From an optimization exercise on the open Yosys and OpenROAD flow, aimed at small area, a short achievable clock period and few clock cycles per item; shortcuts taken in it are not production practice. Only simulation tests tie the RTL to the original design; equivalence was not proved. Power and IR drop assume default switching activity.

$ cat run.sh
#!/bin/bash
# synth_recipe.tcl (not shown) runs the flow's synth.tcl, then flattens the netlist and writes it again
# the make line also repeats each setting of config.mk as NAME=value (left out here)
make -C /OpenROAD-flow-scripts/flow DESIGN_CONFIG=/design/flow/config.mk WORK_HOME=/design/flow/orfs CLKGATE_MAP_FILE= SYNTH_SCRIPT=/design/flow/synth_recipe.tcl finish
$ cat config.mk
export PLATFORM = sky130hd
export DESIGN_NAME = timed_event_replay_queue
export DESIGN_NICKNAME = timed_event_replay_queue
export VERILOG_FILES = /design/flow/design.v
export SDC_FILE = /design/flow/constraint.sdc
export NUM_CORES = 4
export LEC_CHECK = 0
export CAP_MARGIN = 20
export CORE_MARGIN = 2
export CORE_UTILIZATION = 40
export CTS_BUF_LIST = sky130_fd_sc_hd__clkbuf_8
export CTS_CLUSTER_SIZE = 20
export SETUP_SLACK_MARGIN = 5
export SLEW_MARGIN = 20
export TNS_END_PERCENT = 10
$ cat design.v
package terq_pkg;
    typedef enum logic [2:0] {
        ST_PUSHED   = 3'd0,
        ST_DROPPED  = 3'd1,
        ST_EMPTY    = 3'd2,
        ST_WAIT     = 3'd3,
        ST_RELEASED = 3'd4
    } t_status;
    typedef struct packed {
        logic signed [31:0] stamp;
        logic               is_reset;
        logic        [31:0] payload;
    } t_entry;
    localparam logic [30:0] DELAY_MAX = 31'h7FFF_FFFF;
endpackage
module timed_event_replay_queue #(
    parameter int QUEUE_DEPTH = 16
) (
    input  logic               i_clk,
    input  logic               i_rst_n,
    input  logic               i_start,
    output logic               o_busy,
    input  logic               i_action,
    input  logic signed [31:0] i_now_time,
    input  logic signed [31:0] i_event_stamp,
    input  logic               i_event_is_reset,
    input  logic        [31:0] i_event_payload,
    output logic               o_valid,
    output logic        [2:0]  o_status,
    output logic        [30:0] o_wait_delay,
    output logic signed [31:0] o_out_stamp,
    output logic               o_out_is_reset,
    output logic        [31:0] o_out_payload
);
    localparam int MEM_DEPTH = QUEUE_DEPTH - 1;
    localparam int MCNT_W    = $clog2(MEM_DEPTH + 1);
    localparam logic [MCNT_W-1:0] MEM_FULL = MCNT_W'(MEM_DEPTH);
    assign o_busy = 1'b0;
    logic        r_in_valid;
    logic        r_in_action;
    logic [31:0] r_in_now;
    logic        r_in_drop;      
    logic [64:0]          r_head;             
    logic                 r_hv;               
    logic [64:0]          mem [MEM_DEPTH];
    logic [MEM_DEPTH-1:0] r_rd;               
    logic [MEM_DEPTH-1:0] r_wr;               
    logic [MCNT_W-1:0]    r_mc;               
    logic [31:0]          r_nms, r_tb, r_off;    
    logic                 r_ms_set, r_tb_set;
    wire [31:0] h_stamp = r_head[64:33];
    wire        h_isr   = r_head[32];
    logic [64:0] mem_rd;
    always_comb begin
        mem_rd = '0;
        for (int i = 0; i < MEM_DEPTH; i++) mem_rd = mem_rd | (r_rd[i] ? mem[i] : 65'd0);
    end
    wire mem_any  = (r_mc != '0);
    wire [MCNT_W-1:0] mc_inc = r_mc + 1'b1;
    wire [MCNT_W-1:0] mc_dec = r_mc - 1'b1;
    wire not_full = !r_hv || (r_mc != MEM_FULL);
    wire do_poll = r_in_valid && r_in_action && r_hv;
    wire [31:0] now = r_in_now;
    wire [31:0] nms = r_nms;
    wire [31:0] nof = ~r_off;
    wire [31:0] s   = now ^ nms ^ nof;
    wire [31:0] m   = {(now[30:0] & nms[30:0]) | (now[30:0] & nof[30:0]) | (nms[30:0] & nof[30:0]), 1'b0};
    wire [31:0] dm1 = s + m;                  
    wire [31:0] dif = s + {m[31:1], 1'b1};    
    wire [31:0] ela = now + nms;              
    wire off_le0 = r_off[31] || (r_off == 32'd0);
    wire due_set = (ela[31] != r_off[31]) ? !ela[31] : !dif[31];
    wire due     = r_ms_set ? due_set : off_le0;
    wire [31:0] wdel  = r_ms_set ? ~dm1 : r_off;
    wire        sat   = r_ms_set && !r_off[31] && ela[31] && wdel[31];
    wire [30:0] delay = sat ? 31'h7FFF_FFFF : wdel[30:0];
    wire now_pos   = !now[31] && (now != 32'd0);
    wire stamp_pos = !h_stamp[31] && (h_stamp != 32'd0);
    wire release_h = do_poll && due;
    wire rebase    = release_h && h_isr;
    wire cap_ms    = do_poll && (!r_ms_set || rebase);
    wire cap_tb    = do_poll && (!r_tb_set || rebase);
    wire load_head = (release_h || !r_hv) && mem_any;
    wire [31:0] x         = mem_rd[64:33];
    wire [31:0] x_tb      = x - r_tb;
    wire [31:0] x_h       = x - h_stamp;
    wire        tb_from_h = r_hv && (!r_tb_set || h_isr);
    wire        tb_set_nx = tb_from_h ? stamp_pos : r_tb_set;
    wire push_in = i_start && !i_action;
    wire room    = not_full || release_h;
    wire push_ok = push_in && room;
    always_ff @(posedge i_clk) begin
        if (!i_rst_n) r_in_valid <= 1'b0;
        else          r_in_valid <= i_start;
    end
    always_ff @(posedge i_clk) begin
        r_in_action <= i_action;
        r_in_now    <= i_now_time;
        r_in_drop   <= !room;
    end
    always_ff @(posedge i_clk) begin
        if (!i_rst_n) begin
            r_hv     <= 1'b0;
            r_rd     <= MEM_DEPTH'(1);
            r_wr     <= MEM_DEPTH'(1);
            r_mc     <= '0;
            r_ms_set <= 1'b0;
            r_tb_set <= 1'b0;
        end else begin
            if (load_head)      r_hv <= 1'b1;
            else if (release_h) r_hv <= 1'b0;
            if (load_head) r_rd <= {r_rd[MEM_DEPTH-2:0], r_rd[MEM_DEPTH-1]};
            if (push_ok)   r_wr <= {r_wr[MEM_DEPTH-2:0], r_wr[MEM_DEPTH-1]};
            if (push_ok && !load_head)      r_mc <= mc_inc;
            else if (load_head && !push_ok) r_mc <= mc_dec;
            if (cap_ms) r_ms_set <= now_pos;
            if (cap_tb) r_tb_set <= stamp_pos;
        end
    end
    always_ff @(posedge i_clk) begin
        if (cap_ms) r_nms <= -now;
        if (cap_tb) r_tb <= h_stamp;
        if (load_head) begin
            r_head <= mem_rd;
            r_off  <= !tb_set_nx ? 32'd0 : tb_from_h ? x_h : x_tb;
        end
    end
    wire [64:0] in_entry = {i_event_stamp, i_event_is_reset, i_event_payload};
    always_ff @(posedge i_clk) begin
        for (int i = 0; i < MEM_DEPTH; i++) begin
            if (push_in && r_wr[i] && room) mem[i] <= in_entry;
        end
    end
    logic        r_out_valid;
    logic [2:0]  r_out_status;
    logic [30:0] r_out_delay;
    logic [64:0] r_out_entry;
    always_ff @(posedge i_clk) begin
        if (!i_rst_n) r_out_valid <= 1'b0;
        else          r_out_valid <= r_in_valid;
    end
    always_ff @(posedge i_clk) begin
        if (!r_in_action)  r_out_status <= r_in_drop ? terq_pkg::ST_DROPPED : terq_pkg::ST_PUSHED;
        else if (!r_hv)    r_out_status <= terq_pkg::ST_EMPTY;
        else               r_out_status <= due ? terq_pkg::ST_RELEASED : terq_pkg::ST_WAIT;
        r_out_delay <= (r_in_action && r_hv && !due) ? delay : 31'd0;
        r_out_entry <= (r_in_action && r_hv) ? r_head : 65'd0;
    end
    assign o_valid        = r_out_valid;
    assign o_status       = r_out_status;
    assign o_wait_delay   = r_out_delay;
    assign o_out_stamp    = r_out_entry[64:33];
    assign o_out_is_reset = r_out_entry[32];
    assign o_out_payload  = r_out_entry[31:0];
endmodule
$ cat constraint.sdc
create_clock -name core_clock -period 9.0 [get_ports {i_clk}]
set_input_delay 1.8000 -clock core_clock [delete_from_list [all_inputs] [get_ports {i_clk}]]
set_output_delay 1.8000 -clock core_clock [all_outputs]
set_load 0.01 [all_outputs]
==> results of run 1 <==
-- repair_timing --
item / CTS / global route
setup buffers: 37 / 109
endpoints found under the hold margin: 0 / 0
endpoints found under the setup margin: 1212 / 1225
gates resized for setup: 100 / 162
hold buffers: 0 / 0
pin swaps: 31 / 52
cloned: 49 / 27
-- per-layer routing --
layer,track usage,vias to the layer above,wire length [µm],share of wire
li1,-,13600,-,-
met1,0.320,16300,63100,0.38
met2,0.388,1910,77200,0.47
met3,0.0452,321,17600,0.11
met4,0.0752,24,6190,0.038
met5,0,-,152,0.00093
-- per-stage QoR --
step / hold slack (ps) / total power [W] / std cells / utilization / worst slack (ps)
after detailed placement: 451 / 0.0115 / 4866 / 0.436 / 3400
after floorplan: 415 / 0.0101 / 3122 / - / 4300
after CTS: 460 / 0.0167 / 5330 / 0.482 / 4160
final: 465 / 0.0172 / 5473 / 0.501 / 4100
after global placement: 451 / 0.0115 / 4866 / 0.436 / 3480
after global routing: 489 / 0.0179 / 5470 / 0.501 / 3980
-- critical path: stages (launching register included) --
cell and delay [ps]:
edfxtp_1 510, fa_1 530, inv_1 50, ha_1 240
a21oi_4 190, nand2_1 80, o311a_1 330, or3_1 320
o211a_1 290, o31a_1 420, a311oi_4 460, nor2_4 70
buf_4 150, buf_12 140, buf_12 120, buf_16 170
and2_4 220, bufbuf_16 340
-- sequential cells by signal, summed over array words and instances (netlist names) --
register and cells:
mem 975, r_out_entry 65, r_in_now 32, r_off 32, r_rd 15, r_out_delay 31, r_in_drop 1, r_out_valid 1
r_out_status 3, r_in_action 1, r_head 65, r_wr 15, r_hv 1, r_nms 32, r_in_valid 1, r_mc 4
r_tb 32, r_ms_set 1, r_tb_set 1
-- cell type report --
cell class | instances | share of cell area
Sequential cell | 1308 | 0.601
Multi-Input combinational cell | 1544 | 0.200
Timing Repair Buffer | 443 | 0.0927
Clock buffer | 224 | 0.0492
Tap cell | 1650 | 0.0330
Clock inverter | 154 | 0.0146
Inverter | 142 | 0.00881
Timing Repair inverter | 2 | 0.000280
Antenna cell | 6 | 0.000240
-- power by group --
part | leakage, nW | total (W) | internal, W | switching (W)
Sequential | 11.7 | 0.00747 | 0.00713 | 0.000341
Clock | 2.29 | 0.00490 | 0.00248 | 0.00241
Combinational | 7.66 | 0.00486 | 0.00216 | 0.00270
-- worst max-delay path by stage --
stage,slack (ps),to,cells after the start,start
floorplan,4300,mem[14][0]$_DFFE_PP_,12,r_nms[8]$_DFFE_PP_
detailed placement,3400,r_off[4]$_SDFFCE_PN0P_,12,r_off[23]$_SDFFCE_PN0P_
finish,4100,mem[1][13]$_DFFE_PP_,17,r_off[21]$_SDFFCE_PN0P_
global route,3980,r_mc[3]$_SDFFE_PN0P_,20,r_in_now[14]$_DFF_P_
CTS,4160,r_mc[3]$_SDFFE_PN0P_,21,r_off[1]$_SDFFCE_PN0P_
global placement,3480,r_off[31]$_SDFFCE_PN0P_,12,r_off[23]$_SDFFCE_PN0P_
-- cell usage in the layout (no fill, tap or decap), types with 10 or more instances in the layout --
| master | Yosys | layout |
|---|---|---|
| a21o_1 | 28 | 28 |
| a21oi_1 | 70 | 58 |
| a221oi_1 | 66 | 65 |
| a222oi_1 | 65 | 65 |
| a22o_1 | 64 | 64 |
| a22oi_1 | 263 | 263 |
| and2_1 | 24 | 10 |
| and2_2 | 0 | 14 |
| and2_4 | 0 | 21 |
| and3_1 | 140 | 140 |
| buf_12 | 0 | 39 |
| buf_16 | 0 | 33 |
| buf_4 | 2 | 117 |
| buf_6 | 0 | 12 |
| bufbuf_16 | 0 | 16 |
| clkbuf_16 | 0 | 19 |
| clkbuf_8 | 0 | 224 |
| clkdlybuf4s50_1 | 0 | 200 |
| clkinv_1 | 0 | 45 |
| clkinv_2 | 0 | 18 |
| dfxtp_1 | 172 | 139 |
| dfxtp_2 | 0 | 17 |
| dfxtp_4 | 0 | 16 |
| edfxtp_1 | 1136 | 1136 |
| fa_1 | 34 | 32 |
| ha_1 | 96 | 59 |
| ha_4 | 0 | 28 |
| inv_1 | 141 | 205 |
| mux2i_1 | 63 | 61 |
| nand2_1 | 87 | 87 |
| nand3_1 | 19 | 17 |
| nand4_1 | 84 | 84 |
| nor2_1 | 91 | 87 |
| nor2b_1 | 18 | 17 |
| nor3_1 | 22 | 21 |
| nor4_1 | 25 | 21 |
| o21ai_0 | 36 | 31 |
| o22ai_1 | 17 | 17 |
| xnor2_1 | 50 | 50 |
| xor2_1 | 28 | 28 |
-- cells by family after synthesis --
| logic type | after synthesis |
|---|---|
| AO/OA/AOI/OAI | 694 |
| XOR/XNOR | 78 |
| adder cells (fa/ha/maj) | 130 |
| buffers and inverters | 291 |
| flip-flops | 1308 |
| multiplexers | 66 |
| other | 1 |
| AND/OR/NAND/NOR | 554 |
==> flow_metrics.py, run 1 <==
metrics = {
    "sta": {
        "min_period_ps": 4900,
        "setup_violations": 0,
        "tightest_slew_ps": 1010,
        "rsz0062_at_grt": "true",
        "fin_skew_ps": 75.4,
        "hold_viol": 0,
        "slew_headroom": 0.327,
        "slew_viol_final": 0,
        "post-route-period-util": 0.545,
        "finalSetupTns_ps": 0,
        "fmax_mhz": 204,
    },
    "status": {
        "status": "no timing/DRC/antenna violations",
    },
    "yosys": {
        "synth-edff-count": 1136,
        "synth_top_family_by_area": "compound AO/OA/AOI/OAI gates",
        "ys_top_cells_by_count": "1136 x edfxtp_1, 263 x a22oi_1, 172 x dfxtp_1",
        "synth_top_cell_by_area": "edfxtp_1",
        "async_reset_ff_frac": 0,
        "yosys.area_share.simple": 0.0605,
        "ys.flop_type": "edfxtp_1",
        "ys_warn_count": 2,
        "yosysSeqAreaShare": 0.747,
        "syn_avg_cell_area_um2": 16.1,
        "postSynthCellCount": 3122,
        "ys_types": 71,
        "synth_most_common_cell": "edfxtp_1",
        "synth_xor_area_frac": 0.0136,
        "synth.net_count": 3353,
        "synth_area_leaders": "edfxtp_1 68%, dfxtp_1 6.9%, a22oi_1 3.9%",
        "yosys.area_share.adder": 0.0374,
        "synth.mux.area_fraction": 0.0132,
        "yosysTopAreaCellShare": 0.679,
        "synth_area_um2": 50300,
        "synth-compound-area-share": 0.106,
        "yosys_register_bits": 1308,
    },
    "final_layout": {
        "final_layout_size_suffix_gt1_frac": 0.183,
        "fill_cells": 10300,
        "area.sequential_um2": 37600,
        "final_area_um2": 62600,
        "multi_input_area_um2": 12500,
        "layout.nets": 3872,
        "area_growth_pct": 24.6,
    },
    "floorplan": {
        "die_h_um": 358,
        "num_io_pins": 202,
        "die_w_um": 358,
        "rows": 130,
        "initial_core_util": 0.402,
        "die-area_um2": 128000,
        "coreArea_um2": 125000,
    },
    "placed_design": {
        "dp_hpwl_um": 76900,
        "routabilityCongestion": 0.864,
        "portBuffers": 200,
        "placed_area_um2": 54500,
    },
    "detailed_routing": {
        "dr.pass1.iters": 8,
        "num_vias": 32200,
        "vias_per_cell": 5.88,
        "ant_nets": 0,
        "wl_um": 164000,
        "drc_errors": 0,
        "wire_per_inst_um": 30.0,
        "drt_iter0_markers": 4330,
    },
    "min_path": {
        "hp-start": "r_head[6]$_DFFE_PP_",
        "hp-class": "register to register",
        "hold-path-cell-count": 1,
        "min_to": "r_out_entry[6]$_SDFF_PN0_",
    },
    "grt": {
        "grt_max_degree": 71,
        "grt_pass1_wl_um": 218000,
        "grt_usage": 0.237,
        "grt_overflow": 0,
        "grt_pass1_vias": 30700,
        "antenna_found_initial": 22,
    },
    "clocking": {
        "cts_root_buf": "clkbuf_8",
        "cts_buffers": 200,
        "cts.sinks": 1308,
        "htreeDepth": 4,
        "clock_path_buffers": 3,
        "clock_latency_ps": 950,
        "cts_tree": "done",
        "cts.clk_slew.worst_paths_ps": 60,
    },
    "setup_path": {
        "rr_endpoint": "mem[1][13]$_DFFE_PP_",
        "rr_worst_depth": 17,
        "rrSetupSlack_ps": 4100,
        "crit_type": "register to register",
        "cp_data_required_time_ps": 9670,
        "crit_path_start_kind": "register",
        "cp.arrival_ps": 5580,
        "reg2reg_from": "r_off[21]$_SDFFCE_PN0P_",
        "setup.worst_path.end_class": "register",
        "worstPathMaxFanout": 22,
    },
    "power": {
        "powerDensity_nw_per_um2": 275,
        "ir_worst_vdd_uv": 172,
        "p_leak_nw": 21.7,
    },
    "job": {
        "drv_cap": 0,
    },
}
Testbench counts, summed over its fixed seeds: cycles 16,016, items 16,000.
==> inputs of run 2 (changes only) <==
--- a/design.v
+++ b/design.v
@@ -34,5 +34,6 @@
 );
-    localparam int MEM_DEPTH = QUEUE_DEPTH - 1;
-    localparam int MCNT_W    = $clog2(MEM_DEPTH + 1);
-    localparam logic [MCNT_W-1:0] MEM_FULL = MCNT_W'(MEM_DEPTH);
+    localparam int MEM_DEPTH = QUEUE_DEPTH;
+    localparam int MEM_MAX   = QUEUE_DEPTH - 1;    
+    localparam int MCNT_W    = $clog2(MEM_MAX + 1);
+    localparam logic [MCNT_W-1:0] MEM_FULL = MCNT_W'(MEM_MAX);
     assign o_busy = 1'b0;
@@ -41,2 +42,3 @@
     logic [31:0] r_in_now;
+    logic [31:0] r_in_ela;       
     logic        r_in_drop;      
@@ -48,3 +50,3 @@
     logic [MCNT_W-1:0]    r_mc;               
-    logic [31:0]          r_nms, r_tb, r_off;    
+    logic [31:0]          r_ms, r_tb, r_off;
     logic                 r_ms_set, r_tb_set;
@@ -63,11 +65,8 @@
     wire [31:0] now = r_in_now;
-    wire [31:0] nms = r_nms;
-    wire [31:0] nof = ~r_off;
-    wire [31:0] s   = now ^ nms ^ nof;
-    wire [31:0] m   = {(now[30:0] & nms[30:0]) | (now[30:0] & nof[30:0]) | (nms[30:0] & nof[30:0]), 1'b0};
-    wire [31:0] dm1 = s + m;                  
-    wire [31:0] dif = s + {m[31:1], 1'b1};    
-    wire [31:0] ela = now + nms;              
+    wire [31:0] ela = r_in_ela;               
+    wire [31:0] dm1 = ela + ~r_off;           
     wire off_le0 = r_off[31] || (r_off == 32'd0);
-    wire due_set = (ela[31] != r_off[31]) ? !ela[31] : !dif[31];
+    wire signed [31:0] ela_s = ela;
+    wire signed [31:0] off_s = r_off;
+    wire due_set = ela_s >= off_s;
     wire due     = r_ms_set ? due_set : off_le0;
@@ -88,2 +87,4 @@
     wire        tb_set_nx = tb_from_h ? stamp_pos : r_tb_set;
+    wire [31:0] ela_new = i_now_time - now;
+    wire [31:0] ela_old = i_now_time - r_ms;
     wire push_in = i_start && !i_action;
@@ -98,2 +99,3 @@
         r_in_now    <= i_now_time;
+        r_in_ela    <= (ela_new & {32{cap_ms}}) | (ela_old & {32{!cap_ms}});
         r_in_drop   <= !room;
@@ -113,4 +115,5 @@
             if (push_ok)   r_wr <= {r_wr[MEM_DEPTH-2:0], r_wr[MEM_DEPTH-1]};
-            if (push_ok && !load_head)      r_mc <= mc_inc;
-            else if (load_head && !push_ok) r_mc <= mc_dec;
+            r_mc <= (mc_inc & {MCNT_W{push_ok && !load_head}})
+                  | (mc_dec & {MCNT_W{load_head && !push_ok}})
+                  | (r_mc   & {MCNT_W{push_ok == load_head}});
             if (cap_ms) r_ms_set <= now_pos;
@@ -120,3 +123,3 @@
     always_ff @(posedge i_clk) begin
-        if (cap_ms) r_nms <= -now;
+        if (cap_ms) r_ms <= now;
         if (cap_tb) r_tb <= h_stamp;
@@ -130,3 +133,3 @@
         for (int i = 0; i < MEM_DEPTH; i++) begin
-            if (push_in && r_wr[i] && room) mem[i] <= in_entry;
+            if (push_in && r_wr[i]) mem[i] <= in_entry;
         end
@@ -145,3 +148,3 @@
         else               r_out_status <= due ? terq_pkg::ST_RELEASED : terq_pkg::ST_WAIT;
-        r_out_delay <= (r_in_action && r_hv && !due) ? delay : 31'd0;
+        r_out_delay <= (r_in_action && r_hv) ? delay : 31'd0;    
         r_out_entry <= (r_in_action && r_hv) ? r_head : 65'd0;
@@ -150,3 +153,3 @@
     assign o_status       = r_out_status;
-    assign o_wait_delay   = r_out_delay;
+    assign o_wait_delay   = r_out_status[2] ? 31'd0 : r_out_delay;
     assign o_out_stamp    = r_out_entry[64:33];
--- a/config.mk
+++ b/config.mk
@@ -9,3 +9,3 @@
 export CORE_MARGIN = 2
-export CORE_UTILIZATION = 40
+export CORE_UTILIZATION = 65
 export CTS_BUF_LIST = sky130_fd_sc_hd__clkbuf_8
==> run 2 against run 1 <==
Still clean. Clock skew down 15 ps. Via count is 10% higher. Utilization is 26 points higher. Wire length is 4.5% lower. Count of clock-buffer cells in the layout is 5 higher. Critical endpoint is now r_off[31]$_SDFFCE_PN0P_.
==> flow_metrics.py, run 2 <==
metrics = {
    "power": {
        "pwr-share-clk": 0.281,
        "powerDensity_nw_per_um2": 273,
        "ir_worst_vdd_uv": 209,
        "p_leak_nw": 22.7,
        "p_sw_frac": 0.311,
        "pwr-share-comb": 0.257,
        "pwr-share-seq": 0.462,
        "p_int_w": 0.0120,
        "p_sw_w": 0.00543,
    },
    "floorplan": {
        "die_w_um": 295,
        "die_h_um": 295,
        "coreArea_um2": 83800,
        "rows": 106,
        "initial_core_util": 0.658,
        "num_io_pins": 202,
        "die-area_um2": 87200,
    },
    "status": {
        "status": "no timing/DRC/antenna violations",
    },
    "final_layout": {
        "area_growth_pct": 15.9,
        "multi_input_area_um2": 14300,
        "largest_reg_flops": 1040,
        "fill_cells": 5022,
        "layout.nets": 4170,
        "layout_common_cells": "1201 x edfxtp_1, 256 x a22o_1, 252 x a221oi_1",
        "final_layout_size_suffix_gt1_frac": 0.122,
        "regMostFlops": "mem",
        "area.sequential_um2": 40200,
        "layout_commonest_cell": "edfxtp_1",
        "largestRegisters": "mem: 1040 flops, r_head: 65 flops, r_out_entry: 65 flops",
    },
    "yosys": {
        "synth_top_cell_by_area": "edfxtp_1",
        "yosysTopAreaCellShare": 0.654,
        "ys.flop_type": "edfxtp_1",
        "synth_area_leaders": "edfxtp_1 65%, dfxtp_1 7.5%, a221oi_1 4.1%",
        "syn_avg_cell_area_um2": 15.4,
        "synth-edff-count": 1201,
        "synth.net_count": 3818,
        "ys_top_cells_by_count": "1201 x edfxtp_1, 258 x a221oi_1, 256 x a22o_1",
        "synth_most_common_cell": "edfxtp_1",
        "yosysSeqAreaShare": 0.728,
        "ys_types": 77,
        "ys_warn_count": 2,
        "synth_area_um2": 55200,
        "yosys_register_bits": 1407,
        "postSynthCellCount": 3583,
        "async_reset_ff_frac": 0,
    },
    "grt": {
        "grt_pass1_vias": 35200,
        "grt_usage": 0.358,
        "grt_max_degree": 70,
        "grt_pass1_wl_um": 225000,
        "grt_overflow": 0,
        "antenna_found_initial": 7,
    },
    "detailed_routing": {
        "dr.pass1.iters": 6,
        "drt_iter0_markers": 4356,
        "vias_per_cell": 6.76,
        "wl_um": 157000,
        "num_vias": 35600,
        "wire_per_inst_um": 29.8,
        "ant_nets": 0,
        "drc_errors": 0,
    },
    "setup_path": {
        "crit_family": "compound AO/OA/AOI/OAI gates",
        "worstPathMaxFanout": 37,
        "crit_type": "register to register",
        "crit_slowest_cell": "ha_1",
        "crit_chain": "buf_12 > buf_16 > a22o_1 > a221oi_2 > nand4_1 > buf_4 > ha_1 > and2_1 > o311a_1 > o31ai_2 > a21oi_2 > a32oi_2 > a21oi_2 > a211o_1 > a21oi_1 > xnor2_1 > nor2_1",
        "setup.worst_path.end_class": "register",
        "cp_data_required_time_ps": 9610,
        "cp.arrival_ps": 4670,
        "cpPeakStageDelay_ps": 360,
        "crit_path_start_kind": "register",
        "cpMostUsedCell": "a21oi_2",
        "path_buf_inv": 3,
    },
    "sta": {
        "finalSetupTns_ps": 0,
        "fmax_mhz": 246,
        "fin_skew_ps": 59.9,
        "tightest_slew_ps": 1160,
        "min_period_ps": 4060,
        "setup_ws_ps": 4940,
        "rsz0062_at_grt": "true",
        "setup_violations": 0,
        "slew_headroom": 0.228,
        "slew_viol_final": 0,
        "hold_viol": 0,
        "post-route-period-util": 0.451,
    },
    "clocking": {
        "cts.sinks": 1407,
        "cts_root_buf": "clkbuf_8",
        "cts.clk_slew.worst_paths_ps": 70,
        "clock_latency_ps": 920,
        "htreeDepth": 4,
        "clock_path_buffers": 3,
        "cts_hold_buf": 0,
        "cts_tree": "done",
        "cts_buffers": 211,
    },
    "min_path": {
        "hp-class": "register to register",
    },
    "placed_design": {
        "place_ws_ps": 3690,
        "portBuffers": 200,
        "routabilityCongestion": 0.903,
        "dp_hpwl_um": 82500,
    },
    "job": {
        "drv_cap": 0,
    },
}
## run 2: logic make-up after synthesis
group | after synthesis | share of synthesized area
XOR/XNOR | 105 | 0.0167
buffers and inverters | 303 | 0.0215
multiplexers | 71 | 0.0129
AO/OA/AOI/OAI | 950 | 0.131
adder cells (fa/ha/maj) | 134 | 0.0309
other | 1 | 0.0000680
AND/OR/NAND/NOR | 612 | 0.0583
flip-flops | 1407 | 0.728
## run 2: routing by layer
| layer | global-route usage | wire length (µm) | vias up | share of wire |
|---|---|---|---|---|
| li1 | - | - | 15100 | - |
| met1 | 0.462 | 56500 | 17600 | 0.36 |
| met2 | 0.583 | 75000 | 2429 | 0.48 |
| met3 | 0.0800 | 17800 | 485 | 0.11 |
| met4 | 0.172 | 7480 | 6 | 0.048 |
| met5 | 0 | 37 | - | 0.00024 |
## run 2: repair_timing
| action | in CTS | in global routing |
|---|---|---|
| hold endpoints to repair | 0 | 0 |
| cloned | 9 | 1 |
| pin swaps | 23 | 16 |
| resized for setup | 107 | 45 |
| buffers inserted | 44 | 9 |
| setup endpoints to repair | 154 | 54 |
## run 2: power by group through the flow
stage	logic [W]	registers (W)	clock network [W]
finish	0.00449	0.00805	0.00490
global placement	0.00390	0.00819	0
detailed placement	0.00399	0.00820	0
global route	0.00482	0.00808	0.00521
floorplan	0.00273	0.00803	0
CTS	0.00433	0.00805	0.00492
## run 2: cell type report
class                           instances  share of cell area
Multi-Input combinational cell       1873               0.223
Antenna cell                            5            0.000196
Timing Repair Buffer                  312              0.0543
Clock buffer                          229              0.0493
Clock inverter                        169              0.0135
Tap cell                             1134              0.0222
Sequential cell                      1407               0.629
Inverter                              130             0.00773
## run 2: final timing paths
| check | slack, ps | from | endpoint | depth (start not counted) |
|---|---|---|---|---|
| worst max-delay path | 4940 | r_rd[12]$_SDFFE_PN0P_ | r_off[31]$_SDFFCE_PN0P_ | 17 |
| worst max register to register | 4940 | r_rd[12]$_SDFFE_PN0P_ | r_off[31]$_SDFFCE_PN0P_ | 17 |
| worst min register to register | 470 | r_in_now[22]$_DFF_P_ | r_ms[22]$_DFFE_PP_ | 0 |
| worst min-delay path | 470 | r_in_now[22]$_DFF_P_ | r_ms[22]$_DFFE_PP_ | 0 |
## run 2: worst reg2reg max path: stages, from the launching register on
cell	delay, ps
dfxtp_2	340
buf_12	200
buf_16	220
a22o_1	250
a221oi_2	280
nand4_1	140
buf_4	190
ha_1	360
and2_1	190
o311a_1	110
o31ai_2	290
a21oi_2	150
a32oi_2	230
a21oi_2	130
a211o_1	270
a21oi_1	200
xnor2_1	140
nor2_1	50
## run 2: through the flow
stage	total power [W]	instance area [µm²]	hold WS, ps	std cells	util
2_1_floorplan	0.0108	55300	431	3583	-
3_3_place_gp	0.0121	58500	451	4793	0.697
3_5_place_dp	0.0122	58500	448	4793	0.697
4_1_cts	0.0173	63600	462	5244	0.759
5_1_grt	0.0181	63900	486	5256	0.763
6_report	0.0174	63900	467	5259	0.763
Testbench counts of run 2, summed over its fixed seeds: cycles 16,016, items 16,000.
==> inputs of run 3 (changes only) <==
--- a/config.mk
+++ b/config.mk
@@ -11,5 +11,6 @@
 export CTS_BUF_LIST = sky130_fd_sc_hd__clkbuf_8
-export CTS_CLUSTER_SIZE = 20
+export CTS_CLUSTER_DIAMETER = 150
+export CTS_CLUSTER_SIZE = 14
 export SETUP_SLACK_MARGIN = 5
 export SLEW_MARGIN = 20
-export TNS_END_PERCENT = 10
+export TNS_END_PERCENT = 2
==> run 3 against run 2 <==
Non-clock buffer count rose by 1. Hold slack improved by 11 ps. Largest cell class unchanged. First-iteration DRC count rose by 6.0%. Area after synthesis did not move. Highest routed layer unchanged. Clock power fell by 35%. Design area fell by 3.1%. Cell count fell by 3.8%.
==> flow_metrics.py, run 3 <==
metrics = {
    "status": {
        "status": "no timing/DRC/antenna violations",
    },
    "clocking": {
        "htreeDepth": 3,
        "clock_path_buffers": 3,
        "cts.sinks": 1407,
        "cts_buffers": 110,
        "cts_root_buf": "clkbuf_8",
        "cts_tree": "done",
        "cts_hold_buf": 0,
        "cts.clk_slew.worst_paths_ps": 110,
        "clock_latency_ps": 820,
    },
    "detailed_routing": {
        "num_vias": 34500,
        "wire_per_inst_um": 29.9,
        "dr.pass1.iters": 5,
        "ant_nets": 0,
        "wl_um": 152000,
        "drt_iter0_markers": 4616,
        "drc_errors": 0,
        "vias_per_cell": 6.82,
    },
    "yosys": {
        "yosysTopAreaCellShare": 0.654,
        "synth-edff-count": 1201,
        "ys_warn_count": 2,
        "ys_types": 77,
        "syn_avg_cell_area_um2": 15.4,
        "ys.flop_type": "edfxtp_1",
        "synth_top_cell_by_area": "edfxtp_1",
        "yosys_register_bits": 1407,
        "synth_most_common_cell": "edfxtp_1",
        "synth_area_leaders": "edfxtp_1 65%, dfxtp_1 7.5%, a221oi_1 4.1%",
        "ys_top_cells_by_count": "1201 x edfxtp_1, 258 x a221oi_1, 256 x a22o_1",
        "postSynthCellCount": 3583,
        "yosysSeqAreaShare": 0.728,
        "synth.net_count": 3818,
        "synth_area_um2": 55200,
        "async_reset_ff_frac": 0,
    },
    "power": {
        "ir_worst_vdd_uv": 188,
        "pwr-share-comb": 0.281,
        "pwr-share-seq": 0.515,
        "p_sw_frac": 0.318,
        "powerDensity_nw_per_um2": 252,
        "p_int_w": 0.0106,
        "p_sw_w": 0.00495,
        "p_leak_nw": 21.6,
        "total_power_w": 0.0156,
        "pwr-share-clk": 0.204,
    },
    "grt": {
        "grt_pass1_vias": 33100,
        "grt_usage": 0.336,
        "antenna_found_initial": 13,
        "grt_max_degree": 70,
        "grt_overflow": 0,
        "grt_pass1_wl_um": 213000,
    },
    "setup_path": {
        "setup.worst_path.end_class": "register",
        "worstPathMaxFanout": 33,
        "crit_path_start_kind": "register",
        "crit_type": "register to register",
        "cp_data_required_time_ps": 9530,
        "cp.arrival_ps": 4640,
        "rr_worst_depth": 17,
    },
    "floorplan": {
        "die_h_um": 295,
        "die_w_um": 295,
        "coreArea_um2": 83800,
        "rows": 106,
        "die-area_um2": 87200,
        "initial_core_util": 0.658,
        "num_io_pins": 202,
    },
    "job": {
        "drv_cap": 0,
    },
    "sta": {
        "fin_skew_ps": 68.4,
        "setup_violations": 0,
        "fmax_mhz": 243,
        "finalSetupTns_ps": 0,
        "slew_viol_final": 0,
        "hold_viol": 0,
        "post-route-period-util": 0.457,
        "tightest_slew_ps": 1120,
        "min_period_ps": 4110,
        "slew_headroom": 0.256,
        "rsz0062_at_grt": "true",
    },
    "placed_design": {
        "portBuffers": 200,
        "routabilityCongestion": 0.931,
        "dp_hpwl_um": 82600,
    },
    "final_layout": {
        "layout_commonest_cell": "edfxtp_1",
        "final_layout_size_suffix_gt1_frac": 0.0947,
        "layout_common_cells": "1201 x edfxtp_1, 256 x a22o_1, 254 x a221oi_1",
        "layout.nets": 4071,
        "area_growth_pct": 12.3,
        "regMostFlops": "mem",
        "largestRegisters": "mem: 1040 flops, r_head: 65 flops, r_out_entry: 65 flops",
        "largest_reg_flops": 1040,
        "fin_util": 0.739,
    },
    "min_path": {
        "hp-class": "register to register",
        "hold-path-cell-count": 0,
    },
}
run 3: cell counts after synthesis:
No cell type changed its count.
run 3: area by class of cell:
cell class / instances / area, µm²
Inverter: 130 / 492
Antenna cell: 9 / 22.5
Clock inverter: 82 / 382
Clock buffer: 110 / 1510
Timing Repair Buffer: 313 / 3480
Multi-Input combinational cell: 1874 / 14400
Sequential cell: 1407 / 40200
Tap cell: 1134 / 1420
Fill cell: 5185 / 21900
run 3: power groups by stage:
stage                     clock network (W)  logic [W]  registers, W
final                               0.00318    0.00439       0.00804
after global routing                0.00342    0.00472       0.00807
after CTS                           0.00320    0.00411       0.00804
after detailed placement                  0    0.00400       0.00819
after global placement                    0    0.00391       0.00818
after floorplan                           0    0.00273       0.00804
run 3: what timing repair did:
action,in CTS,in global routing
setup endpoints to repair,179,193
pin swaps,8,42
gates resized for setup,55,135
gates cloned,1,12
buffers inserted,15,29
run 3: metal layers:
layer | wire length, µm | vias up | global-route usage
met2 | 73000 | 2142 | 0.548
met1 | 55900 | 17200 | 0.456
met5 | 72 | - | 0
li1 | - | 14800 | -
met4 | 6120 | 10 | 0.124
met3 | 16400 | 337 | 0.0616
run 3: logic make-up (layout without fill, tap and decap cells):
logic type,Yosys count,in the layout,synth area share
other cells,1,10,0.0000680
simple gates,612,613,0.0583
compound gates,950,950,0.131
fa+ha+maj,134,134,0.0309
flops,1407,1407,0.728
xor+xnor,105,105,0.0167
mux,71,71,0.0129
buf+inv,303,635,0.0215
run 3: final timing paths:
kind | from | end | slack [ps]
setup / recovery | r_rd[4]$_SDFFE_PN0P_ | r_off[24]$_SDFFCE_PN0P_ | 4890
hold / removal | r_in_now[21]$_DFF_P_ | r_ms[21]$_DFFE_PP_ | 480
setup reg to reg | r_rd[4]$_SDFFE_PN0P_ | r_off[24]$_SDFFCE_PN0P_ | 4890
hold reg to reg | r_in_now[21]$_DFF_P_ | r_ms[21]$_DFFE_PP_ | 480
run 3: critical path, cell delays in order, from the launching register on:
cell     delay, ps
dfxtp_2        390
buf_6          260
a22oi_1        280
nand2_1        140
nor3_4         200
ha_2           220
inv_1           60
fa_2           380
a21o_1         180
a21oi_2        180
o21ai_1         80
a31o_2         290
a31oi_4        220
o31ai_4         90
or4b_4         500
a41oi_2        160
xor2_1         160
nor2_1          50
run 3: per-stage QoR:
| stage | setup slack (ps) | hold WS (ps) | cells | area [µm²] |
|---|---|---|---|---|
| after floorplan | 4510 | 431 | 3583 | 55300 |
| after global placement | 3570 | 445 | 4800 | 58500 |
| after detailed placement | 3600 | 450 | 4800 | 58500 |
| after CTS | 4640 | 477 | 5008 | 60800 |
| after global routing | 4730 | 498 | 5054 | 61900 |
| final | 4890 | 478 | 5059 | 62000 |
==> inputs of run 4 (changes only) <==
==> flow/run.sh (new file) <==
#!/bin/bash
# The standard layout, with buf_2 cells as the port buffers (the standard flow's
# buffer_ports picks a slow delay buffer). Everything else is the standard.sh.
set -euo pipefail
export BUFFER_PORTS_ARGS="-buffer_cell sky130_fd_sc_hd__buf_2"
bash standard.sh > standard.log 2>&1
==> standard.sh (new file) <==
#!/bin/bash
# synth_recipe.tcl (not shown) runs the flow's synth.tcl, then flattens the netlist and writes it again
# the make line also repeats each setting of config.mk as NAME=value (left out here)
make -C /OpenROAD-flow-scripts/flow DESIGN_CONFIG=/design/flow/config.mk WORK_HOME=/design/flow/orfs CLKGATE_MAP_FILE= SYNTH_SCRIPT=/design/flow/synth_recipe.tcl "${@:-finish}"
removed: run.sh
==> run 4 against run 3 <==
Still clean. Sequential power is essentially flat. Global-route usage grew 1.3 points. Clock skew grew 6.9 ps. Register-to-register slack gained 90 ps. Non-clock buffer count grew 38. Critical endpoint unchanged. Largest power group unchanged.
==> flow_metrics.py, run 4 <==
metrics = {
    "clocking": {
        "cts.sinks": 1407,
        "cts_root_buf": "clkbuf_8",
        "clock_path_buffers": 3,
        "clock_latency_ps": 820,
        "htreeDepth": 3,
        "cts_hold_buf": 0,
        "cts_tree": "done",
        "cts_buffers": 110,
        "cts.clk_slew.worst_paths_ps": 110,
    },
    "setup_path": {
        "rr_endpoint": "r_off[24]$_SDFFCE_PN0P_",
        "cp_data_required_time_ps": 9560,
        "cp.arrival_ps": 4580,
        "worstPathMaxFanout": 13,
        "path_buf_inv": 3,
        "crit_path_start_kind": "register",
        "setup.worst_path.start": "r_rd[0]$_SDFFE_PN1P_",
        "setup.worst_path.end_class": "register",
        "rr_worst_depth": 16,
        "cpMostUsedCell": "nor2_1",
        "crit_chain": "buf_16 > buf_12 > a22o_1 > a221oi_1 > nand4_1 > buf_4 > ha_1 > nor3_1 > nor2_1 > a31o_2 > a31oi_4 > o31ai_4 > or4b_4 > a41oi_2 > xor2_1 > nor2_1",
        "rrSetupSlack_ps": 4980,
        "reg2reg_from": "r_rd[0]$_SDFFE_PN1P_",
        "cpPeakStageDelay_ps": 560,
        "crit_type": "register to register",
        "crit_slowest_cell": "or4b_4",
        "crit_family": "compound AO/OA/AOI/OAI gates",
    },
    "sta": {
        "hold_viol": 0,
        "post-route-period-util": 0.446,
        "tightest_slew_ps": 1100,
        "fmax_mhz": 249,
        "finalSetupTns_ps": 0,
        "fin_skew_ps": 75.3,
        "slew_headroom": 0.268,
        "min_period_ps": 4020,
        "hold_ws_ps": 452,
        "slew_viol_final": 0,
        "setup_violations": 0,
        "rsz0062_at_grt": "true",
    },
    "final_layout": {
        "final_layout_size_suffix_gt1_frac": 0.148,
        "fill_cells": 5232,
        "fin_util": 0.733,
        "area_growth_pct": 11.3,
        "largest_reg_flops": 1040,
        "area.sequential_um2": 40300,
        "largestRegisters": "mem: 1040 flops, r_head: 65 flops, r_out_entry: 65 flops",
        "regMostFlops": "mem",
        "layout.nets": 4108,
        "layout_common_cells": "1201 x edfxtp_1, 256 x a22o_1, 248 x a221oi_1",
        "layout_commonest_cell": "edfxtp_1",
        "multi_input_area_um2": 14200,
    },
    "min_path": {
        "hp-class": "register to register",
        "min_to": "r_tb[29]$_DFFE_PP_",
        "hp-start": "r_head[62]$_DFFE_PP_",
        "hold-path-cell-count": 0,
    },
    "placed_design": {
        "routabilityCongestion": 0.927,
        "dp_hpwl_um": 82700,
        "portBuffers": 200,
    },
    "job": {
        "drv_cap": 0,
    },
    "yosys": {
        "synth_area_leaders": "edfxtp_1 65%, dfxtp_1 7.5%, a221oi_1 4.1%",
        "yosysTopAreaCellShare": 0.654,
        "synth_area_um2": 55200,
        "ys.flop_type": "edfxtp_1",
        "synth-edff-count": 1201,
        "synth_most_common_cell": "edfxtp_1",
        "yosysSeqAreaShare": 0.728,
        "synth_top_cell_by_area": "edfxtp_1",
        "yosys_register_bits": 1407,
        "synth.net_count": 3818,
        "syn_avg_cell_area_um2": 15.4,
        "ys_top_cells_by_count": "1201 x edfxtp_1, 258 x a221oi_1, 256 x a22o_1",
        "ys_warn_count": 2,
        "postSynthCellCount": 3583,
        "async_reset_ff_frac": 0,
        "ys_types": 77,
    },
    "status": {
        "status": "no timing/DRC/antenna violations",
    },
    "power": {
        "ir_worst_vdd_uv": 176,
        "powerDensity_nw_per_um2": 254,
        "total_power_w": 0.0156,
        "p_leak_nw": 22.0,
    },
    "grt": {
        "grt_overflow": 0,
        "antenna_found_initial": 13,
        "grt_pass1_wl_um": 219000,
        "grt_max_degree": 70,
        "grt_pass1_vias": 33800,
        "grt_usage": 0.348,
    },
    "floorplan": {
        "die_h_um": 295,
        "coreArea_um2": 83800,
        "initial_core_util": 0.658,
        "die-area_um2": 87200,
        "num_io_pins": 202,
        "die_w_um": 295,
        "rows": 106,
    },
    "detailed_routing": {
        "dr.pass1.iters": 9,
        "wire_per_inst_um": 30.8,
        "ant_nets": 0,
        "drt_iter0_markers": 4359,
        "wl_um": 157000,
        "num_vias": 34900,
        "drc_errors": 0,
        "vias_per_cell": 6.84,
    },
}
==> run 4: cell counts after synthesis <==
No cell type changed its count.
==> run 4: layout make-up <==
| cell class | count | area share |
|---|---|---|
| flip-flops and latches | 1407 | 0.656 |
| multi-input cells | 1873 | 0.231 |
| repair buffers | 351 | 0.0499 |
| clock buffers | 111 | 0.0249 |
| well taps | 1134 | 0.0231 |
| inverters | 130 | 0.00805 |
| clock inverters | 98 | 0.00693 |
| diodes | 7 | 0.000285 |
==> run 4: cells by family (layout without fill, tap and decap cells) <==
| family | after synthesis | after routing | share of synthesized area |
|---|---|---|---|
| flip-flops | 1407 | 1407 | 0.728 |
| adder cells (fa/ha/maj) | 134 | 134 | 0.0309 |
| AND/OR/NAND/NOR | 612 | 612 | 0.0583 |
| buffers and inverters | 303 | 690 | 0.0215 |
| AO/OA/AOI/OAI | 950 | 950 | 0.131 |
| other | 1 | 8 | 0.0000680 |
| XOR/XNOR | 105 | 105 | 0.0167 |
| multiplexers | 71 | 71 | 0.0129 |
==> run 4: worst max path at each step <==
stage                     cells past startpoint                      end
after CTS                                    17  r_off[24]$_SDFFCE_PN0P_
after floorplan                              17       r_mc[3]$_SDFF_PN0_
after detailed placement                     14     r_in_ela[30]$_DFF_P_
after global placement                       14     r_in_ela[30]$_DFF_P_
after global routing                         16  r_off[24]$_SDFFCE_PN0P_
final                                        16  r_off[24]$_SDFFCE_PN0P_
==> run 4: through the flow <==
| stage | std cells | setup WS (ps) | cell area [µm²] |
|---|---|---|---|
| global route | 5108 | 4830 | 61400 |
| finish | 5111 | 4980 | 61400 |
| detailed placement | 4789 | 3980 | 57400 |
| global placement | 4789 | 3980 | 57400 |
| CTS | 5037 | 4920 | 60300 |
| floorplan | 3583 | 4510 | 55300 |
==> run 4: timing repair <==
action,4_1_cts,5_1_grt
cloned,7,11
pin swaps,17,23
setup buffers,32,56
endpoints found under the setup margin,94,102
resized for setup,75,60
==> run 4: report_power, final <==
group	internal [W]	switching, W	total [W]	leakage (nW)
clock	0.00117	0.00205	0.00322	1.32
combinational	0.00174	0.00260	0.00434	8.13
sequential	0.00768	0.000375	0.00805	12.6
==> run 4: per-layer routing <==
layer / vias to the layer above / routed length, µm / part of all wire / global-route usage
li1: 14900 / - / - / -
met1: 17400 / 57000 / 0.36 / 0.458
met2: 2259 / 74500 / 0.47 / 0.572
met3: 426 / 18100 / 0.11 / 0.0718
met4: 12 / 7650 / 0.049 / 0.143
met5: - / 72 / 0.00046 / 0
==> inputs of run 5 (changes only) <==
--- a/config.mk
+++ b/config.mk
@@ -13,2 +13,3 @@
 export CTS_CLUSTER_SIZE = 14
+export PLACE_DENSITY = 0.8
 export SETUP_SLACK_MARGIN = 5
==> run 5 against run 4 <==
Design area shrank 1.3%. Count of clock-buffer cells in the layout increased by 1. Via count shrank 0.81%. Sequential cell count is the same. Power is 0.53% lower. Worst setup slack got worse by 0.58 ps. Clock skew fell by 15 ps. Synthesized cell count is the same. Area after synthesis is the same. Sequential power is essentially flat. Register-to-register slack about the same.
==> flow_metrics.py, run 5 <==
metrics = {
    "yosys": {
        "yosysTopAreaCellShare": 0.654,
        "ys_warn_count": 2,
        "ys_top_cells_by_count": "1201 x edfxtp_1, 258 x a221oi_1, 256 x a22o_1",
        "synth_area_leaders": "edfxtp_1 65%, dfxtp_1 7.5%, a221oi_1 4.1%",
        "ys.flop_type": "edfxtp_1",
        "syn_avg_cell_area_um2": 15.4,
        "synth_top_cell_by_area": "edfxtp_1",
        "synth-edff-count": 1201,
        "ys_types": 77,
        "async_reset_ff_frac": 0,
        "yosys_register_bits": 1407,
        "synth_area_um2": 55200,
        "synth.net_count": 3818,
        "synth_most_common_cell": "edfxtp_1",
        "postSynthCellCount": 3583,
        "yosysSeqAreaShare": 0.728,
    },
    "power": {
        "p_leak_nw": 21.7,
        "pwr-share-clk": 0.206,
        "p_sw_frac": 0.321,
        "powerDensity_nw_per_um2": 256,
        "p_sw_w": 0.00499,
        "pwr-share-comb": 0.276,
        "pwr-share-seq": 0.518,
        "ir_worst_vdd_uv": 182,
        "total_power_w": 0.0155,
        "p_int_w": 0.0105,
    },
    "detailed_routing": {
        "drt_iter0_markers": 4880,
        "dr.pass1.iters": 6,
        "wire_per_inst_um": 29.5,
        "ant_nets": 0,
        "wl_um": 150000,
        "num_vias": 34700,
        "drc_errors": 0,
        "vias_per_cell": 6.83,
    },
    "final_layout": {
        "largestRegisters": "mem: 1040 flops, r_head: 65 flops, r_out_entry: 65 flops",
        "layout_common_cells": "1201 x edfxtp_1, 256 x a22o_1, 251 x a221oi_1",
        "layout.nets": 4070,
        "largest_reg_flops": 1040,
        "layout_commonest_cell": "edfxtp_1",
        "final_area_um2": 60600,
        "final_layout_size_suffix_gt1_frac": 0.137,
        "area_growth_pct": 9.88,
        "regMostFlops": "mem",
    },
    "setup_path": {
        "rr_worst_depth": 15,
        "rr_endpoint": "r_off[15]$_SDFFCE_PN0P_",
        "endpoint": "r_off[15]$_SDFFCE_PN0P_",
        "setup.worst_path.start": "r_rd[5]$_SDFFE_PN0P_",
        "cp.arrival_ps": 4520,
        "setup.worst_path.end_class": "register",
        "cpPeakStageDelay_ps": 460,
        "crit_chain": "buf_12 > a22o_1 > a221oi_1 > nand4_1 > ha_4 > o21a_1 > o311a_1 > o31ai_2 > a21oi_2 > and2_1 > o21ai_1 > a21oi_1 > a31oi_1 > xor2_1 > nor2_1",
        "worstPathMaxFanout": 42,
        "crit_type": "register to register",
        "rrSetupSlack_ps": 4980,
        "crit_path_start_kind": "register",
        "reg2reg_from": "r_rd[5]$_SDFFE_PN0P_",
        "cp_data_required_time_ps": 9500,
        "crit_slowest_cell": "dfxtp_4",
    },
    "grt": {
        "grt_pass1_vias": 33100,
        "grt_pass1_wl_um": 213000,
        "grt_overflow": 0,
        "antenna_found_initial": 18,
        "grt_usage": 0.336,
        "grt_max_degree": 70,
    },
    "floorplan": {
        "coreArea_um2": 83800,
        "rows": 106,
        "die-area_um2": 87200,
        "initial_core_util": 0.658,
        "die_h_um": 295,
        "num_io_pins": 202,
        "die_w_um": 295,
    },
    "clocking": {
        "clock_latency_ps": 800,
        "cts_tree": "done",
        "cts_buffers": 110,
        "cts.sinks": 1407,
        "cts.clk_slew.worst_paths_ps": 110,
        "clock_path_buffers": 3,
        "cts_root_buf": "clkbuf_8",
        "htreeDepth": 3,
    },
    "sta": {
        "rsz0062_at_grt": "true",
        "tightest_slew_ps": 1210,
        "fmax_mhz": 249,
        "slew_viol_final": 0,
        "fin_skew_ps": 59.8,
        "post-route-period-util": 0.446,
        "finalSetupTns_ps": 0,
        "hold_viol": 0,
        "slew_headroom": 0.193,
        "min_period_ps": 4020,
        "setup_violations": 0,
    },
    "job": {
        "drv_cap": 0,
    },
    "placed_design": {
        "dp_hpwl_um": 81900,
        "portBuffers": 200,
        "placed_area_um2": 57400,
        "routabilityCongestion": 0.924,
    },
    "min_path": {
        "hp-start": "r_in_now[12]$_DFF_P_",
        "hp-class": "register to register",
    },
    "status": {
        "status": "no timing/DRC/antenna violations",
    },
}
[run 5: logic make-up (layout without fill, tap and decap cells)]
logic type | Yosys count | in the layout | share of synthesized area
adder cells (fa/ha/maj) | 134 | 134 | 0.0309
multiplexers | 71 | 71 | 0.0129
XOR/XNOR | 105 | 105 | 0.0167
AO/OA/AOI/OAI | 950 | 950 | 0.131
other | 1 | 12 | 0.0000680
flip-flops | 1407 | 1407 | 0.728
AND/OR/NAND/NOR | 612 | 612 | 0.0583
buffers and inverters | 303 | 648 | 0.0215
[run 5: repair_timing]
item / 4_1_cts / 5_1_grt
gates resized for setup: 37 / 53
cloned: 3 / 1
pin swaps: 11 / 25
hold buffers: 0 / 0
buffers inserted: 26 / 43
endpoints found under the setup margin: 125 / 131
[run 5: through the flow]
step                       util  cells  hold slack [ps]  worst slack, ps
after floorplan               -   3583              431             4510
after global placement    0.685   4784              441             4060
after detailed placement  0.685   4784              446             3950
after CTS                 0.715   5018              470             4670
after global routing      0.723   5071              484             4830
final                     0.723   5073              472             4980
[run 5: cell type report]
| class | count | area, µm² |
|---|---|---|
| Clock buffer | 112 | 1540 |
| Inverter | 130 | 494 |
| Multi-Input combinational cell | 1873 | 14200 |
| Tap cell | 1134 | 1420 |
| Timing Repair inverter | 1 | 7.51 |
| Clock inverter | 93 | 392 |
| Timing Repair Buffer | 312 | 2340 |
| Antenna cell | 11 | 27.5 |
| Sequential cell | 1407 | 40300 |
| Fill cell | 5103 | 23200 |
[run 5: worst max-delay path, delay by kind of cell, from the launching register on]
family	cells	cell delay (ps)
compound gates	9	1750
xor+xnor	1	240
simple gates	3	650
fa+ha+maj	1	370
buf+inv	1	250
flops	1	460
[run 5: power by group through the flow]
stage	clock [W]	sequential [W]	combinational, W
floorplan	0	0.00804	0.00273
global placement	0	0.00821	0.00379
global route	0.00342	0.00807	0.00464
CTS	0.00319	0.00805	0.00403
finish	0.00320	0.00804	0.00429
detailed placement	0	0.00823	0.00383
[run 5: worst min-delay path by stage]
stage          cells past startpoint  slack (ps)                  to
3_3_place_gp                       0         440  r_ms[26]$_DFFE_PP_
5_1_grt                            0         480  r_ms[30]$_DFFE_PP_
4_1_cts                            0         470  r_ms[12]$_DFFE_PP_
3_5_place_dp                       0         450  r_ms[29]$_DFFE_PP_
2_1_floorplan                      0         430  r_ms[12]$_DFFE_PP_
6_report                           0         470  r_ms[12]$_DFFE_PP_
[run 5: per-layer routing]
| metal | track usage | share of wire | vias up |
|---|---|---|---|
| met2 | 0.539 | 0.47 | 2626 |
| met5 | 0 | 0.00038 | - |
| li1 | - | - | 14800 |
| met4 | 0.156 | 0.049 | 8 |
| met3 | 0.0627 | 0.13 | 472 |
| met1 | 0.450 | 0.35 | 16800 |
==> inputs of run 6 (changes only) <==
--- a/config.mk
+++ b/config.mk
@@ -9,3 +9,3 @@
 export CORE_MARGIN = 2
-export CORE_UTILIZATION = 65
+export CORE_UTILIZATION = 72
 export CTS_BUF_LIST = sky130_fd_sc_hd__clkbuf_8
@@ -13,3 +13,3 @@
 export CTS_CLUSTER_SIZE = 14
-export PLACE_DENSITY = 0.8
+export PLACE_DENSITY = 0.85
 export SETUP_SLACK_MARGIN = 5
==> run 6 against run 5 <==
Largest power group unchanged. Combinational power is 2% higher. Count of clock-buffer cells in the layout decreased by 2. Worst setup slack worse by 320 ps. Still clean on timing, DRC and antenna. Cell count decreased by 1.8%.
==> flow_metrics.py, run 6 <==
metrics = {
    "status": {
        "status": "no timing/DRC/antenna violations",
    },
    "sta": {
        "rsz0062_at_grt": "true",
        "setup_violations": 0,
        "slew_viol_final": 0,
        "min_period_ps": 4340,
        "tightest_slew_ps": 1190,
        "fin_skew_ps": 52.5,
        "fmax_mhz": 230,
        "post-route-period-util": 0.482,
        "finalSetupTns_ps": 0,
        "slew_headroom": 0.209,
        "hold_ws_ps": 471,
        "hold_viol": 0,
    },
    "power": {
        "p_int_w": 0.0105,
        "p_leak_nw": 21.8,
        "ir_worst_vdd_uv": 182,
        "p_sw_w": 0.00517,
        "powerDensity_nw_per_um2": 259,
        "pwr-share-comb": 0.279,
        "pwr-share-seq": 0.513,
        "p_sw_frac": 0.329,
        "pwr-share-clk": 0.208,
    },
    "setup_path": {
        "reg2reg_from": "r_rd[1]$_SDFFE_PN0P_",
        "crit_path_start_kind": "register",
        "path_buf_inv": 2,
        "cpPeakStageDelay_ps": 570,
        "setup.worst_path.end_class": "register",
        "crit_family": "compound AO/OA/AOI/OAI gates",
        "cp_data_required_time_ps": 9530,
        "rr_worst_depth": 16,
        "crit_chain": "buf_12 > a22o_1 > a221oi_1 > nand4_1 > buf_4 > ha_1 > a21o_1 > a21oi_4 > o21ai_2 > a31o_2 > a31oi_4 > o31ai_4 > or4b_4 > a41oi_2 > xor2_1 > nor2_1",
        "crit_slowest_cell": "or4b_4",
        "cp_num_cells": 16,
        "worstPathMaxFanout": 31,
        "crit_type": "register to register",
        "setup.worst_path.start": "r_rd[1]$_SDFFE_PN0P_",
        "cp.arrival_ps": 4870,
    },
    "detailed_routing": {
        "vias_per_cell": 7.27,
        "drt_iter0_markers": 5872,
        "ant_nets": 0,
        "wl_um": 159000,
        "num_vias": 36200,
        "wire_per_inst_um": 31.8,
        "drc_errors": 0,
        "dr.pass1.iters": 8,
    },
    "clocking": {
        "cts_root_buf": "clkbuf_8",
        "cts_buffers": 110,
        "cts.clk_slew.worst_paths_ps": 110,
        "cts_tree": "done",
        "clock_path_buffers": 3,
        "cts.sinks": 1407,
        "htreeDepth": 3,
        "clock_latency_ps": 810,
    },
    "grt": {
        "grt_max_degree": 71,
        "grt_overflow": 0,
        "grt_pass1_vias": 34900,
        "grt_pass1_wl_um": 214000,
        "antenna_found_initial": 21,
        "grt_usage": 0.370,
    },
    "final_layout": {
        "fin_util": 0.799,
        "layout_commonest_cell": "edfxtp_1",
        "regMostFlops": "mem",
        "largest_reg_flops": 1040,
        "final_cells": 4983,
        "largestRegisters": "mem: 1040 flops, r_head: 65 flops, r_out_entry: 65 flops",
        "layout_common_cells": "1201 x edfxtp_1, 256 x a22o_1, 250 x a221oi_1",
        "layout.nets": 4076,
        "final_layout_size_suffix_gt1_frac": 0.138,
        "area_growth_pct": 9.90,
    },
    "placed_design": {
        "place_inst": 4686,
        "portBuffers": 200,
        "routabilityCongestion": 0.973,
        "dp_hpwl_um": 84100,
    },
    "yosys": {
        "synth-edff-count": 1201,
        "yosysTopAreaCellShare": 0.654,
        "synth_top_cell_by_area": "edfxtp_1",
        "synth_area_leaders": "edfxtp_1 65%, dfxtp_1 7.5%, a221oi_1 4.1%",
        "ys_top_cells_by_count": "1201 x edfxtp_1, 258 x a221oi_1, 256 x a22o_1",
        "synth_most_common_cell": "edfxtp_1",
        "ys_warn_count": 2,
        "ys_types": 77,
        "yosys_register_bits": 1407,
        "ys.flop_type": "edfxtp_1",
        "synth.net_count": 3818,
        "async_reset_ff_frac": 0,
        "postSynthCellCount": 3583,
        "syn_avg_cell_area_um2": 15.4,
        "yosysSeqAreaShare": 0.728,
        "synth_area_um2": 55200,
    },
    "floorplan": {
        "die-area_um2": 78900,
        "die_w_um": 281,
        "rows": 101,
        "die_h_um": 281,
        "num_io_pins": 202,
        "coreArea_um2": 75900,
        "initial_core_util": 0.727,
    },
    "min_path": {
        "hold-path-cell-count": 0,
        "hp-class": "register to register",
        "hp-start": "r_in_now[5]$_DFF_P_",
    },
    "job": {
        "drv_cap": 0,
    },
}
-- run 6: power by group through the flow --
stage	combinational (W)	clock, W	sequential [W]
6_report	0.00438	0.00327	0.00806
5_1_grt	0.00467	0.00346	0.00808
4_1_cts	0.00393	0.00320	0.00807
3_5_place_dp	0.00384	0	0.00822
3_3_place_gp	0.00371	0	0.00820
2_1_floorplan	0.00273	0	0.00804
-- run 6: worst register-to-register path, cell delays in order, from the launching register on --
cell and delay [ps]:
dfxtp_4 460, buf_12 220, a22o_1 290, a221oi_1 300
nand4_1 180, buf_4 200, ha_1 360, a21o_1 230
a21oi_4 170, o21ai_2 90, a31o_2 290, a31oi_4 230
o31ai_4 120, or4b_4 570, a41oi_2 160, xor2_1 170
nor2_1 60
-- run 6: path summary, 6_finish.rpt --
path / to / slack [ps]
max: r_off[24]$_SDFFCE_PN0P_ / 4660
min: r_ms[5]$_DFFE_PP_ / 470
max reg2reg: r_off[24]$_SDFFCE_PN0P_ / 4660
min reg2reg: r_ms[5]$_DFFE_PP_ / 470
-- run 6: cell type report --
cell class | instances | area [µm²]
Timing Repair inverter | 1 | 7.51
Antenna cell | 17 | 42.5
Timing Repair Buffer | 318 | 2480
Fill cell | 3776 | 15300
Tap cell | 1030 | 1290
Multi-Input combinational cell | 1873 | 14100
Inverter | 130 | 492
Sequential cell | 1407 | 40200
Clock inverter | 97 | 443
Clock buffer | 110 | 1510
-- run 6: per-layer routing --
layer / wire (µm) / vias up / track usage
met4: 9310 / 12 / 0.168
met3: 22400 / 694 / 0.0922
met5: 80 / - / 0
met2: 75000 / 3267 / 0.611
li1: - / 14800 / -
met1: 51900 / 17500 / 0.467
-- run 6: metrics by stage --
stage	setup WS [ps]	total power, W	cell area (µm²)
5_1_grt	4490	0.0162	60600
4_1_cts	4350	0.0152	59400
6_report	4660	0.0157	60600
3_5_place_dp	3920	0.0121	57300
3_3_place_gp	3950	0.0119	57300
2_1_floorplan	4510	0.0108	55300
-- run 6: cell families after synthesis --
| group | share of synthesized area |
|---|---|
| adder cells (fa/ha/maj) | 0.0309 |
| XOR/XNOR | 0.0167 |
| multiplexers | 0.0129 |
| other | 0.0000680 |
| buffers and inverters | 0.0215 |
| flip-flops | 0.728 |
| AO/OA/AOI/OAI | 0.131 |
| AND/OR/NAND/NOR | 0.0583 |
-- run 6: timing repair --
item | 4_1_cts | 5_1_grt
hold buffers | 0 | 0
gates resized for setup | 29 | 105
gates cloned | 1 | 11
setup endpoints to repair | 130 | 160
pin swaps | 2 | 28
buffers inserted | 5 | 56
==> inputs of run 7 (changes only) <==
--- a/design.v
+++ b/design.v
@@ -148,3 +148,3 @@
         else               r_out_status <= due ? terq_pkg::ST_RELEASED : terq_pkg::ST_WAIT;
-        r_out_delay <= (r_in_action && r_hv) ? delay : 31'd0;    
+        r_out_delay <= (r_in_action && r_hv && !due) ? delay : 31'd0;
         r_out_entry <= (r_in_action && r_hv) ? r_head : 65'd0;
@@ -153,3 +153,3 @@
     assign o_status       = r_out_status;
-    assign o_wait_delay   = r_out_status[2] ? 31'd0 : r_out_delay;
+    assign o_wait_delay   = r_out_delay;
     assign o_out_stamp    = r_out_entry[64:33];
--- a/config.mk
+++ b/config.mk
@@ -9,3 +9,3 @@
 export CORE_MARGIN = 2
-export CORE_UTILIZATION = 72
+export CORE_UTILIZATION = 65
 export CTS_BUF_LIST = sky130_fd_sc_hd__clkbuf_8
@@ -13,3 +13,2 @@
 export CTS_CLUSTER_SIZE = 14
-export PLACE_DENSITY = 0.85
 export SETUP_SLACK_MARGIN = 5
==> run 7 against run 6 <==
Still clean on timing, DRC and antenna. Synthesized cell count down 0.39%. Clock skew down 11 ps. Non-clock buffer count up 42. Worst setup slack better by 230 ps. Cell count up 2.6%. Clock power down 2%. Area after synthesis about the same. Via count down 2.7%. Critical path depth down 1. Utilization down 6.4 points. Sequential power down 0.5%. Largest cell class unchanged. Largest power group unchanged. Highest routed layer unchanged.
==> flow_metrics.py, run 7 <==
metrics = {
    "status": {
        "status": "no timing/DRC/antenna violations",
    },
    "setup_path": {
        "cp_data_required_time_ps": 9540,
        "crit_path_start_kind": "register",
        "rr_worst_depth": 15,
        "crit_family": "compound AO/OA/AOI/OAI gates",
        "setup.worst_path.end_class": "register",
        "rr_endpoint": "r_off[29]$_SDFFCE_PN0P_",
        "crit_chain": "buf_16 > a22o_1 > a221oi_1 > nand4_1 > ha_1 > a21o_1 > a21o_1 > a21oi_1 > o21a_1 > o21ai_1 > o221a_2 > nor3b_1 > o31ai_1 > nor3b_2 > nor3_1",
        "rrSetupSlack_ps": 4890,
        "worstPathMaxFanout": 21,
        "crit_slowest_cell": "nand4_1",
        "crit_type": "register to register",
        "path_buf_inv": 1,
    },
    "yosys": {
        "synth_area_um2": 55200,
        "synth_top_cell_by_area": "edfxtp_1",
        "syn_avg_cell_area_um2": 15.5,
        "yosysTopAreaCellShare": 0.654,
        "yosysSeqAreaShare": 0.729,
        "yosys_register_bits": 1407,
        "postSynthCellCount": 3569,
        "ys_types": 88,
        "ys_top_cells_by_count": "1201 x edfxtp_1, 260 x a221oi_1, 254 x a22o_1",
        "synth_most_common_cell": "edfxtp_1",
        "synth.net_count": 3804,
    },
    "placed_design": {
        "portBuffers": 200,
        "routabilityCongestion": 0.943,
    },
    "detailed_routing": {
        "num_vias": 35300,
        "wl_um": 160000,
        "ant_nets": 0,
        "vias_per_cell": 6.90,
        "drc_errors": 0,
        "wire_per_inst_um": 31.3,
    },
    "final_layout": {
        "largestRegisters": "mem: 1040 flops, r_head: 65 flops, r_out_entry: 65 flops",
        "area_growth_pct": 11.7,
        "fin_util": 0.735,
        "layout_commonest_cell": "edfxtp_1",
        "fill_cells": 5231,
        "regMostFlops": "mem",
    },
    "sta": {
        "slew_headroom": 0.270,
        "hold_ws_ps": 474,
        "tightest_slew_ps": 1100,
        "setup_violations": 0,
        "hold_viol": 0,
        "rsz0062_at_grt": "true",
        "fin_skew_ps": 41.2,
        "fmax_mhz": 243,
        "min_period_ps": 4110,
    },
    "grt": {
        "grt_max_degree": 71,
        "use_met2": 0.591,
        "antenna_found_initial": 16,
        "busiest_layer": "met2",
        "grt_util_met3": 0.0731,
    },
    "power": {
        "p_leak_nw": 22.3,
        "pwr-share-clk": 0.204,
        "p_sw_frac": 0.324,
        "powerDensity_nw_per_um2": 255,
        "pwr-share-seq": 0.510,
        "p_sw_w": 0.00509,
        "pwr-share-comb": 0.286,
        "p_int_w": 0.0106,
    },
    "min_path": {
        "hp-start": "r_in_now[19]$_DFF_P_",
        "min_to": "r_ms[19]$_DFFE_PP_",
        "hold-path-cell-count": 0,
    },
    "floorplan": {
        "die-area_um2": 87200,
        "num_io_pins": 202,
        "initial_core_util": 0.658,
        "die_h_um": 295,
        "rows": 106,
    },
    "clocking": {
        "cts.clk_slew.worst_paths_ps": 100,
        "clock_path_buffers": 3,
        "cts_buffers": 110,
    },
}
[run 7: power by group through the flow]
stage,sequential [W],clock (W),combinational (W)
after floorplan,0.00802,0,0.00267
after global placement,0.00818,0,0.00369
after detailed placement,0.00819,0,0.00377
after CTS,0.00801,0.00323,0.00419
after global routing,0.00805,0.00346,0.00482
final,0.00802,0.00322,0.00450
[run 7: area by class of cell]
cell class / instances / area, µm² / share of cell area
Sequential cell: 1407 / 40300 / 0.654
Multi-Input combinational cell: 1857 / 14200 / 0.230
Timing Repair Buffer: 360 / 3260 / 0.0530
Clock buffer: 112 / 1540 / 0.0250
Tap cell: 1134 / 1420 / 0.0230
Inverter: 131 / 499 / 0.00811
Clock inverter: 97 / 403 / 0.00654
Antenna cell: 13 / 32.5 / 0.000528
[run 7: logic make-up after synthesis]
group | synth area share
AO/OA/AOI/OAI | 0.133
XOR/XNOR | 0.0170
adder cells (fa/ha/maj) | 0.0309
buffers and inverters | 0.0218
flip-flops | 0.729
multiplexers | 0.0132
other | 0.0000680
AND/OR/NAND/NOR | 0.0554
[run 7: what timing repair did]
| action | CTS | global route |
|---|---|---|
| resized for setup | 89 | 47 |
| endpoints found under the setup margin | 159 | 140 |
| pin swaps | 15 | 30 |
| gates cloned | 14 | 8 |
| setup buffers | 65 | 31 |
[run 7: worst max-delay path by stage]
stage          slack, ps                       to                     from
3_5_place_dp        4010  r_off[28]$_SDFFCE_PN0P_     r_rd[1]$_SDFFE_PN0P_
2_1_floorplan       4160       r_mc[3]$_SDFF_PN0_  r_off[23]$_SDFFCE_PN0P_
6_report            4890  r_off[29]$_SDFFCE_PN0P_     r_rd[8]$_SDFFE_PN0P_
5_1_grt             4770  r_off[28]$_SDFFCE_PN0P_    r_rd[12]$_SDFFE_PN0P_
3_3_place_gp        4160  r_off[30]$_SDFFCE_PN0P_    r_rd[13]$_SDFFE_PN0P_
4_1_cts             4880   r_off[3]$_SDFFCE_PN0P_  r_off[22]$_SDFFCE_PN0P_
[run 7: through the flow]
step                      area [µm²]  total power [W]  worst slack, ps  std cells
after floorplan                55200           0.0107             4160       3569
after global placement         57400           0.0119             4160       4770
after detailed placement       57400           0.0120             4010       4770
after CTS                      60800           0.0154             4880       5058
after global routing           61600           0.0163             4770       5103
final                          61600           0.0157             4890       5111
[run 7: routing by layer]
layer  up-vias  part of all wire
met3       422              0.12
met5         -           0.00026
met1     17600              0.36
met2      2369              0.48
met4         6             0.043
li1      14900                 -
Testbench counts of run 7, summed over its fixed seeds: cycles 16,016, items 16,000.

[static timing again, ports no longer ideal]
The flow's constraints put no driver on any port. The routed layouts listed below were extracted and timed again, unchanged, in two steps. Step 1: set_driving_cell puts a clkbuf_16 on i_clk and a buf_2 on each other input, an assumption about the parent block. Step 2 times the ports against the registers' clock, not the clock port: input delays grow and output delays shrink by t, the midpoint of the rising clock arrivals with the driver on. Three values: no drivers, after step 1, after step 2; two values: the first two.
| run | t, ns | setup WS [ns] |
|---|---|---|
| run 1 | 0.986 | 4.099 / 4.099 / 4.099 |
| run 2 | 0.960 | 4.940 / 4.940 / 4.004 |
| run 3 | 0.855 | 4.889 / 4.889 / 4.217 |
| run 4 | 0.850 | 4.983 / 4.983 / 4.267 |
| run 5 | 0.843 | 4.982 / 4.982 / 4.244 |
| run 6 | 0.847 | 4.661 / 4.661 / 4.152 |
| run 7 | 0.848 | 4.890 / 4.890 / 4.162 |
After both steps every run listed still meets setup and hold.
